Context: an optimization exercise on an open-source flow, tuned for small area. The choices shown serve that exercise and are no tape-out recipe. In this exercise RTL edits were held to simulation tests only and were not proved equivalent to the original. The flow treats the clock pin as an ideal source, which a real chip does not have. Power and IR drop assume default switching activity.

==> flow/design.v (excerpt) <==
module mem_responder #(
    parameter int unsigned DEPTH_WORDS = 64,
    parameter logic [31:0] IO_BASE     = 32'hFFFF_FF00
) (
    input  logic        Clock,
    input  logic        Reset,
    input  logic [31:0] Address,
    input  logic        Wr,
    input  logic [31:0] DataIn,
    output logic [31:0] DataOut,
    output logic [31:0] PortOut,
    output logic        Irq,
    output logic        ErrFlag
);
==> flow/config.mk <==
export PLATFORM = sky130hd
export DESIGN_NAME = mem_responder
export DESIGN_NICKNAME = mem_responder
export VERILOG_FILES = /design/flow/design.v
export SDC_FILE = /design/flow/constraint.sdc
export NUM_CORES = 4
export LEC_CHECK = 0
export CAP_MARGIN = 20
export CORE_MARGIN = 2
export CORE_UTILIZATION = 66
export SLEW_MARGIN = 20
==> flow/constraint.sdc <==
create_clock -name core_clock -period 4.0 [get_ports {Clock}]
set_input_delay 0.8000 -clock core_clock [delete_from_list [all_inputs] [get_ports {Clock}]]
set_output_delay 0.8000 -clock core_clock [all_outputs]
set_load 0.01 [all_outputs]
standard.sh (not shown) runs the stock make flow with config.mk's settings and CLKGATE_MAP_FILE= SYNTH_SCRIPT=/design/flow/synth_recipe.tcl, a recipe that flattens the netlist after the stock synthesis.
==> flow/flow/run.sh <==
#!/bin/bash
# Standard synthesis and layout (the standard.sh) with these changes to the ORFS steps:
#  - the floorplan step only removes synthesis buffers instead of upsizing gates against
#    the unplaced netlist's timing (REMOVE_ABC_BUFFERS=1);
#  - ports buffered with buf_2 instead of the resizer's default pick (a slow delay buffer);
#  - clock tree synthesis without dummy loads and with larger sink clusters;
#  - the placement, resizing, CTS and global-route repairs may not use the largest buffers
#    or delay cells (flow/small_buffers.tcl, sourced before each of those steps).
# Each ORFS step keeps its own log under orfs/logs/; make's output goes to standard_flow.log.
set -euo pipefail
HOOK="$PWD/flow/small_buffers.tcl"
CTS="-sink_clustering_enable -repair_clock_nets -dont_use_dummy_load -buf_list {sky130_fd_sc_hd__clkbuf_16} -sink_clustering_size 32 -sink_clustering_max_diameter 90"
bash standard.sh "CTS_ARGS=$CTS" "BUFFER_PORTS_ARGS=-buffer_cell sky130_fd_sc_hd__buf_2" REMOVE_ABC_BUFFERS=1 \
  PRE_GLOBAL_PLACE_TCL=$HOOK PRE_RESIZE_TCL=$HOOK PRE_CTS_TCL=$HOOK PRE_GLOBAL_ROUTE_TCL=$HOOK \
  PRE_REPAIR_TIMING_POST_PLACE_TCL=$HOOK PRE_DETAIL_ROUTE_TCL=$HOOK PRE_FLOORPLAN_TCL=$HOOK \
  finish > standard_flow.log 2>&1
==> flow/flow/small_buffers.tcl <==
# Keep the resizer's buffering and upsizing to the smaller buffer and gate sizes.
set_dont_use {sky130_fd_sc_hd__buf_12 sky130_fd_sc_hd__buf_16 sky130_fd_sc_hd__bufbuf_16 sky130_fd_sc_hd__bufbuf_8 sky130_fd_sc_hd__bufinv_16 sky130_fd_sc_hd__bufinv_8 sky130_fd_sc_hd__inv_12 sky130_fd_sc_hd__inv_16 sky130_fd_sc_hd__clkinv_16 sky130_fd_sc_hd__clkdlybuf4s50_1 sky130_fd_sc_hd__clkdlybuf4s25_1 sky130_fd_sc_hd__clkdlybuf4s18_1 sky130_fd_sc_hd__clkdlybuf4s15_1 sky130_fd_sc_hd__clkdlybuf4s50_2 sky130_fd_sc_hd__clkdlybuf4s25_2 sky130_fd_sc_hd__clkdlybuf4s18_2 sky130_fd_sc_hd__clkdlybuf4s15_2}
The starting point ran to the end with no violations.
Then changed:
--- a/flow/flow/run.sh
+++ b/flow/flow/run.sh
@@ -11,3 +11,3 @@
 HOOK="$PWD/flow/small_buffers.tcl"
-CTS="-sink_clustering_enable -repair_clock_nets -dont_use_dummy_load -buf_list {sky130_fd_sc_hd__clkbuf_16} -sink_clustering_size 32 -sink_clustering_max_diameter 90"
+CTS="-sink_clustering_enable -repair_clock_nets -dont_use_dummy_load -buf_list {sky130_fd_sc_hd__clkbuf_16} -sink_clustering_size 25 -sink_clustering_max_diameter 110"
 bash standard.sh "CTS_ARGS=$CTS" "BUFFER_PORTS_ARGS=-buffer_cell sky130_fd_sc_hd__buf_2" REMOVE_ABC_BUFFERS=1 \
- CORE_UTILIZATION: 66 -> 50
Outcome: Wire length rose by a few percent; combinational power falls by a few percent; synthesized area stays the same; power came out higher by a few percent; via count decreases slightly; final cell count went up by roughly a tenth.
Then changed:
--- a/flow/flow/run.sh
+++ b/flow/flow/run.sh
@@ -11,3 +11,3 @@
 HOOK="$PWD/flow/small_buffers.tcl"
-CTS="-sink_clustering_enable -repair_clock_nets -dont_use_dummy_load -buf_list {sky130_fd_sc_hd__clkbuf_16} -sink_clustering_size 25 -sink_clustering_max_diameter 110"
+CTS="-sink_clustering_enable -repair_clock_nets -dont_use_dummy_load -buf_list {sky130_fd_sc_hd__clkbuf_16} -sink_clustering_size 27 -sink_clustering_max_diameter 110"
 bash standard.sh "CTS_ARGS=$CTS" "BUFFER_PORTS_ARGS=-buffer_cell sky130_fd_sc_hd__buf_2" REMOVE_ABC_BUFFERS=1 \
- CORE_UTILIZATION: 50 -> 58
Utilization goes up by 8.9 points.
Maximum frequency goes down by 3.2%.
Global-route usage goes up by 5.0 points.
Design area barely changes.
Clock skew goes down by 0.019 ns.
Total power goes down by 0.89%.
Hold slack gets worse by 0.0090 ns.
Routed wire length barely changes.
Then changed:
- CORE_UTILIZATION: 58 -> 75
After rerunning: The new run ran to the end with no violations. Critical path depth falls by 1. Clock skew rose by 0.0049 ns. Routed wire length increases by 4.9%. Worst hold slack gets worse by 0.033 ns. Power is about the same. Design area goes down by 1.1%. Clock power barely changes. Via count came out higher by 9.7%. Utilization came out higher by 18 points. First-iteration DRC count goes up by 46%.


## red
mem_responder, a different RTL version from the one above (not shown whole).
Size in the first run: about 84000 sq um of cells after synthesis.
// mem_responder
module mem_responder #(
    parameter int unsigned DEPTH_WORDS = 64,
    parameter logic [31:0] IO_BASE     = 32'hFFFF_FF00
) (
    input  logic        Clock,
    input  logic        Reset,
    input  logic [31:0] Address,
    input  logic        Wr,
    input  logic [31:0] DataIn,
    output logic [31:0] DataOut,
    output logic [31:0] PortOut,
    output logic        Irq,
    output logic        ErrFlag
);
==> flow/config.mk <==
export PLATFORM = sky130hd
export DESIGN_NAME = mem_responder
export DESIGN_NICKNAME = mem_responder
export VERILOG_FILES = /design/flow/design.v
export SDC_FILE = /design/flow/constraint.sdc
export NUM_CORES = 4
export LEC_CHECK = 0
export CAP_MARGIN = 20
export CORE_MARGIN = 2
export CORE_UTILIZATION = 40
export SLEW_MARGIN = 20
==> flow/constraint.sdc <==
create_clock -name core_clock -period 4.0 [get_ports {Clock}]
set_input_delay 0.8000 -clock core_clock [delete_from_list [all_inputs] [get_ports {Clock}]]
set_output_delay 0.8000 -clock core_clock [all_outputs]
set_load 0.01 [all_outputs]
run.sh (not shown) runs the stock make flow with config.mk's settings and CLKGATE_MAP_FILE= SYNTH_SCRIPT=/design/flow/synth_recipe.tcl, a recipe that flattens the netlist after the stock synthesis.
Stock flow here: none of the scripts above is used.
red: full flow OK, the timing, design-rule and antenna checks passed
Edits applied to the flow inputs when going from red to blue:
==> flow/flow/run.sh (new file) <==
#!/bin/bash
# Standard synthesis and layout (the standard.sh) with these changes to the ORFS steps:
#  - ports buffered with buf_2 instead of the resizer's default pick (a slow delay buffer);
#  - clock tree synthesis without dummy loads and with larger sink clusters;
# Each ORFS step keeps its own log under orfs/logs/; make's output goes to standard_flow.log.
set -euo pipefail
CTS="-sink_clustering_enable -repair_clock_nets -dont_use_dummy_load -buf_list {sky130_fd_sc_hd__clkbuf_16} -sink_clustering_size 20 -sink_clustering_max_diameter 100"
bash standard.sh "CTS_ARGS=$CTS" "BUFFER_PORTS_ARGS=-buffer_cell sky130_fd_sc_hd__buf_2" finish > standard_flow.log 2>&1
==> flow/standard.sh (new file) <==
#!/bin/bash
# synth_recipe.tcl (not shown) runs the flow's synth.tcl, then flattens the netlist and writes it again
# the make line also repeats each setting of config.mk as NAME=value (left out here)
make -C /OpenROAD-flow-scripts/flow DESIGN_CONFIG=/design/flow/config.mk WORK_HOME=/design/flow/orfs CLKGATE_MAP_FILE= SYNTH_SCRIPT=/design/flow/synth_recipe.tcl "${@:-finish}"
removed: flow/run.sh
Findings:
- The static leakage number comes out lower for blue vs red.
- Relative to red, total power divided by cell area has decreased by 12% in blue.
### blue -> green
==> flow/flow/run.sh <==
#!/bin/bash
# Standard synthesis and layout (the standard.sh) with these changes to the ORFS steps:
#  - ports buffered with buf_2 instead of the resizer's default pick (a slow delay buffer);
#  - clock tree synthesis without dummy loads and with larger sink clusters;
#  - the placement, resizing, CTS and global-route repairs may not use the largest buffers
#    or delay cells (flow/small_buffers.tcl, sourced before each of those steps).
# Each ORFS step keeps its own log under orfs/logs/; make's output goes to standard_flow.log.
set -euo pipefail
HOOK="$PWD/flow/small_buffers.tcl"
CTS="-sink_clustering_enable -repair_clock_nets -dont_use_dummy_load -buf_list {sky130_fd_sc_hd__clkbuf_16} -sink_clustering_size 20 -sink_clustering_max_diameter 100"
bash standard.sh "CTS_ARGS=$CTS" "BUFFER_PORTS_ARGS=-buffer_cell sky130_fd_sc_hd__buf_2" \
  PRE_GLOBAL_PLACE_TCL=$HOOK PRE_RESIZE_TCL=$HOOK PRE_CTS_TCL=$HOOK PRE_GLOBAL_ROUTE_TCL=$HOOK \
  PRE_REPAIR_TIMING_POST_PLACE_TCL=$HOOK PRE_DETAIL_ROUTE_TCL=$HOOK PRE_FLOORPLAN_TCL=$HOOK \
  finish > standard_flow.log 2>&1
==> flow/flow/small_buffers.tcl (new file) <==
# Keep the resizer's buffering and upsizing to the smaller buffer and gate sizes.
set_dont_use {sky130_fd_sc_hd__buf_12 sky130_fd_sc_hd__buf_16 sky130_fd_sc_hd__bufbuf_16 sky130_fd_sc_hd__bufbuf_8 sky130_fd_sc_hd__bufinv_16 sky130_fd_sc_hd__bufinv_8 sky130_fd_sc_hd__inv_12 sky130_fd_sc_hd__inv_16 sky130_fd_sc_hd__clkinv_16 sky130_fd_sc_hd__clkdlybuf4s50_1 sky130_fd_sc_hd__clkdlybuf4s25_1 sky130_fd_sc_hd__clkdlybuf4s18_1 sky130_fd_sc_hd__clkdlybuf4s15_1 sky130_fd_sc_hd__clkdlybuf4s50_2 sky130_fd_sc_hd__clkdlybuf4s25_2 sky130_fd_sc_hd__clkdlybuf4s18_2 sky130_fd_sc_hd__clkdlybuf4s15_2}
--- outcome ---
Compared with blue, green shows a shortest period the worst path allows that is 0.093 ns higher. STATUS wire length of the first global-routing pass: green loses against blue. Compared with blue, green shows a higher sequential share of layout area. On power consumption, green tracks blue almost exactly. Internal power: blue vs green, no meaningful difference. Between blue and green, the difference in footprint of the multi-input gates is negligible. green: final worst hold slack 0.019 ns above blue. Taking blue as the reference, in green clock network power share level; number of multi-input combinational cells in the layout level; final-layout non-clock buffer area share moved down.


The RTL this note starts from:
==> flow/design.v <==
module mem_responder #(
    parameter int unsigned DEPTH_WORDS = 64,
    parameter logic [31:0] IO_BASE     = 32'hFFFF_FF00
) (
    input  logic        Clock,
    input  logic        Reset,
    input  logic [31:0] Address,
    input  logic        Wr,
    input  logic [31:0] DataIn,
    output logic [31:0] DataOut,
    output logic [31:0] PortOut,
    output logic        Irq,
    output logic        ErrFlag
);
    localparam int unsigned IDX_W = (DEPTH_WORDS > 1) ? $clog2(DEPTH_WORDS) : 1;
    logic [31:0]      ram [DEPTH_WORDS];
    logic [31:0]      portReg;
    logic [31:0]      countReg;
    logic [31:0]      cmpReg;
    logic             matchReg;
    logic             irqEnReg;
    logic             errReg;
    logic             aligned, inRam, inIo, accessErr;
    logic             ramOk, ioOk, ramRdOk, ioRdOk;
    logic [IDX_W-1:0] wordIdx;
    logic [DEPTH_WORDS-1:0] wordHit;
    logic [3:0]       ioHit;
    logic [31:0]      ramRd, ioRd;
    logic [31:0]      countInc;
    always_comb begin
        aligned   = (Address[1:0] == 2'b00);
        inRam     = (Address[31:IDX_W+2] == '0);
        inIo      = (Address[31:4] == IO_BASE[31:4]);
        accessErr = !aligned || !(inRam || inIo);
        ramOk     = aligned && inRam;
        ioOk      = aligned && inIo;
        ramRdOk   = ramOk && !Reset;
        ioRdOk    = ioOk && !Reset;
        wordIdx   = Address[IDX_W+1:2];
        for (int i = 0; i < 4; i++) ioHit[i] = (Address[3:2] == 2'(i));
        for (int w = 0; w < DEPTH_WORDS; w++) wordHit[w] = (wordIdx == IDX_W'(w));
    end
    logic [31:0] grpRd [DEPTH_WORDS/4];
    logic [DEPTH_WORDS/4-1:0] grpHit;
    always_comb begin
        for (int g = 0; g < DEPTH_WORDS/4; g++) begin
            grpRd[g]  = ram[4*g + int'(wordIdx[1:0])];
            grpHit[g] = (wordIdx[IDX_W-1:2] == (IDX_W-2)'(g));
        end
        ramRd = '0;
        for (int g = 0; g < DEPTH_WORDS/4; g++)
            ramRd = ramRd | ({32{grpHit[g]}} & grpRd[g]);
    end
    always_comb begin
        ioRd = ({32{ioHit[0] & ioRdOk}} & portReg)
             | ({32{ioHit[1] & ioRdOk}} & countReg)
             | ({32{ioHit[2] & ioRdOk}} & cmpReg)
             | ({32{ioHit[3] & ioRdOk}} & {30'b0, irqEnReg, matchReg});
    end
    assign countInc = countReg + 32'd1;
    always_ff @(posedge Clock) begin
        for (int w = 0; w < DEPTH_WORDS; w++)
            if (Wr && ramOk && wordHit[w]) ram[w] <= DataIn;
    end
    always_ff @(posedge Clock) begin
        DataOut <= ({32{ramRdOk}} & ramRd) | ioRd;
        if (Reset) begin
            portReg  <= '0;
            countReg <= '0;
            cmpReg   <= '0;
            matchReg <= 1'b0;
            irqEnReg <= 1'b0;
            errReg   <= 1'b0;
        end else begin
            if (Wr && ioOk && ioHit[0]) portReg <= DataIn;
            if (Wr && ioOk && ioHit[1]) countReg <= DataIn;
            else                        countReg <= countInc;
            if (Wr && ioOk && ioHit[2]) cmpReg <= DataIn;
            if (countReg == cmpReg)                           matchReg <= 1'b1;
            else if (Wr && ioOk && ioHit[3] && DataIn[0])     matchReg <= 1'b0;
            if (Wr && ioOk && ioHit[3]) irqEnReg <= DataIn[1];
            if (accessErr) errReg <= 1'b1;
        end
    end
    assign PortOut = portReg;
    assign Irq     = matchReg & irqEnReg;
    assign ErrFlag = errReg;
endmodule
export LEC_CHECK = 0
export CAP_MARGIN = 20
export CORE_MARGIN = 2
export CORE_UTILIZATION = 50
export SLEW_MARGIN = 20
create_clock -name core_clock -period 4.0 [get_ports {Clock}]
standard.sh (not shown) runs the stock make flow with config.mk's settings and CLKGATE_MAP_FILE= SYNTH_SCRIPT=/design/flow/synth_recipe.tcl, a recipe that flattens the netlist after the stock synthesis.
==> flow/flow/run.sh <==
#!/bin/bash
# Standard synthesis and layout (the standard.sh) with these changes to the ORFS steps:
#  - the floorplan step only removes synthesis buffers instead of upsizing gates against
#    the unplaced netlist's timing (REMOVE_ABC_BUFFERS=1);
#  - ports buffered with buf_2 instead of the resizer's default pick (a slow delay buffer);
#  - clock tree synthesis without dummy loads and with larger sink clusters;
#  - after CTS, gates with timing slack are downsized (flow/post_cts.tcl);
#  - the placement, resizing, CTS and global-route repairs may not use the largest buffers
#    or delay cells (flow/small_buffers.tcl, sourced before each of those steps).
# Each ORFS step keeps its own log under orfs/logs/; make's output goes to standard_flow.log.
set -euo pipefail
HOOK="$PWD/flow/small_buffers.tcl"
CTS="-sink_clustering_enable -repair_clock_nets -dont_use_dummy_load -buf_list {sky130_fd_sc_hd__clkbuf_16} -sink_clustering_size 25 -sink_clustering_max_diameter 110"
bash standard.sh "CTS_ARGS=$CTS" "BUFFER_PORTS_ARGS=-buffer_cell sky130_fd_sc_hd__buf_2" REMOVE_ABC_BUFFERS=1 \
  PRE_GLOBAL_PLACE_TCL=$HOOK PRE_RESIZE_TCL=$HOOK PRE_CTS_TCL=$HOOK PRE_GLOBAL_ROUTE_TCL=$HOOK \
  PRE_REPAIR_TIMING_POST_PLACE_TCL=$HOOK PRE_DETAIL_ROUTE_TCL=$HOOK PRE_FLOORPLAN_TCL=$HOOK POST_CTS_TCL=$PWD/flow/post_cts.tcl \
  finish > standard_flow.log 2>&1
==> flow/flow/post_cts.tcl <==
# After CTS and its timing repair: downsize gates that have timing slack (power recovery
# also shrinks area), then repair any slew or capacitance this leaves and legalize again.
set_propagated_clock [all_clocks]
estimate_parasitics -placement
repair_timing -recover_power 100 -match_cell_footprint -verbose
estimate_parasitics -placement
repair_design -slew_margin 20 -cap_margin 20 -match_cell_footprint -verbose
detailed_placement
check_placement -verbose
estimate_parasitics -placement
repair_timing -setup -hold -match_cell_footprint -verbose
detailed_placement
check_placement -verbose
Other scripts of this flow, unchanged in this note and not shown: flow/flow/small_buffers.tcl
The baseline finished with timing, DRC and antenna clean.
Edit:
==> flow/flow/run.sh (replaced) <==
#!/bin/bash
# Standard synthesis and layout (the standard.sh) with these changes to the ORFS steps:
#  - ports buffered with buf_2 instead of the resizer's default pick (a slow delay buffer);
#  - clock tree synthesis without dummy loads and with larger sink clusters;
#  - the placement, resizing, CTS and global-route repairs may not use the largest buffers
#    or delay cells (flow/small_buffers.tcl, sourced before each of those steps).
# Each ORFS step keeps its own log under orfs/logs/; make's output goes to standard_flow.log.
set -euo pipefail
HOOK="$PWD/flow/small_buffers.tcl"
CTS="-sink_clustering_enable -repair_clock_nets -dont_use_dummy_load -buf_list {sky130_fd_sc_hd__clkbuf_16} -sink_clustering_size 20 -sink_clustering_max_diameter 100"
bash standard.sh "CTS_ARGS=$CTS" "BUFFER_PORTS_ARGS=-buffer_cell sky130_fd_sc_hd__buf_2" \
  PRE_GLOBAL_PLACE_TCL=$HOOK PRE_RESIZE_TCL=$HOOK PRE_CTS_TCL=$HOOK PRE_GLOBAL_ROUTE_TCL=$HOOK \
  PRE_REPAIR_TIMING_POST_PLACE_TCL=$HOOK PRE_DETAIL_ROUTE_TCL=$HOOK PRE_FLOORPLAN_TCL=$HOOK \
  finish > standard_flow.log 2>&1
Settings changed: CORE_UTILIZATION 50 to 40.
removed: flow/flow/post_cts.tcl
The new run completed without violations.
Final cell count grows by a little under a tenth.
Routed wire length fell slightly.
Clock skew went up by 0.015 ns.
Sequential cell count does not change.
Die area grows by a quarter to a third.
Hold slack improves by 0.17 ns.
Register-to-register slack gets better by 0.10 ns.
Global-route usage went down by 6.5 points.
Via count increases slightly.
Edit:
--- a/flow/flow/run.sh
+++ b/flow/flow/run.sh
@@ -2,0 +3,2 @@
+#  - the floorplan step only removes synthesis buffers instead of upsizing gates against
+#    the unplaced netlist's timing (REMOVE_ABC_BUFFERS=1);
@@ -10,2 +12,2 @@
-CTS="-sink_clustering_enable -repair_clock_nets -dont_use_dummy_load -buf_list {sky130_fd_sc_hd__clkbuf_16} -sink_clustering_size 20 -sink_clustering_max_diameter 100"
-bash standard.sh "CTS_ARGS=$CTS" "BUFFER_PORTS_ARGS=-buffer_cell sky130_fd_sc_hd__buf_2" \
+CTS="-sink_clustering_enable -repair_clock_nets -dont_use_dummy_load -buf_list {sky130_fd_sc_hd__clkbuf_16} -sink_clustering_size 25 -sink_clustering_max_diameter 110"
+bash standard.sh "CTS_ARGS=$CTS" "BUFFER_PORTS_ARGS=-buffer_cell sky130_fd_sc_hd__buf_2" REMOVE_ABC_BUFFERS=1 \
Settings changed: CORE_UTILIZATION 40 to 50.
=>
- non-clock buffer count is lower by 43
- worst hold slack improves by 0.0047 ns
- utilization is higher by 10 points
- cell area falls by 1.7%
- final cell count came out lower by 8.4%
- synthesized area stays the same

-- separate check: timing with driven ports --
The results above use ideal ports. As a check the final layouts listed here were re-extracted and re-timed, cells and wires unchanged. Step 1, drivers: a clkbuf_16 drives Clock and a buf_2 each remaining input, both assumed. Step 2 adds t to the input delays and takes it off the output delays; t is the mean of the earliest and latest rising clock arrival at the registers after step 1. Input paths then give back, and output paths get back, about the clock's delay inside the block. Slacks: no drivers / after step 1 / after step 2; pairs: no drivers / after step 1.
run | t, ns | setup WS [ns] | worst hold slack (ns) | worst setup path at the end | worst register clock-pin slew, ns
the first run of note 1 | 0.777 | 0.694 / 0.750 / -0.027 | 0.527 / 0.506 / 0.527 | input to register | 0.13 / 0.13
the second run of note 1 | 0.822 | 0.987 / 1.017 / 0.195 | 0.499 / 0.480 / 0.499 | input to register | 0.11 / 0.11
the third run of note 1 | 0.812 | 0.889 / 0.933 / 0.121 | 0.490 / 0.447 / 0.490 | input to register | 0.11 / 0.11
the fourth run of note 1 | 0.794 | 0.831 / 0.885 / 0.091 | 0.457 / 0.457 / 0.457 | input to register | 0.11 / 0.11
red | 0.907 | 0.457 / 0.463 / -0.444 | 0.356 / 0.292 / 0.541 | input to register | 0.07 / 0.07
blue | 0.851 | 0.397 / 0.407 / -0.444 | 0.305 / 0.269 / 0.518 | input to register | 0.09 / 0.09
green | 0.836 | 0.304 / 0.368 / -0.468 | 0.324 / 0.260 / 0.540 | input to register | 0.09 / 0.09
the first run of note 3 | 0.825 | 0.612 / 0.682 / -0.143 | 0.276 / 0.209 / 0.476 | input to register | 0.11 / 0.11
the second run of note 3 | 0.865 | 0.854 / 0.923 / 0.058 | 0.450 / 0.431 / 0.450 | input to register | 0.09 / 0.09
the third run of note 3 | 0.821 | 1.046 / 1.116 / 0.295 | 0.454 / 0.428 / 0.470 | input to register | 0.11 / 0.11
Met with ideal ports but missed after step 2: setup timing in 5 of these runs. For red, which loses most, drivers alone change the setup slack by +0.006 ns; drivers and shift together by -0.901 ns.
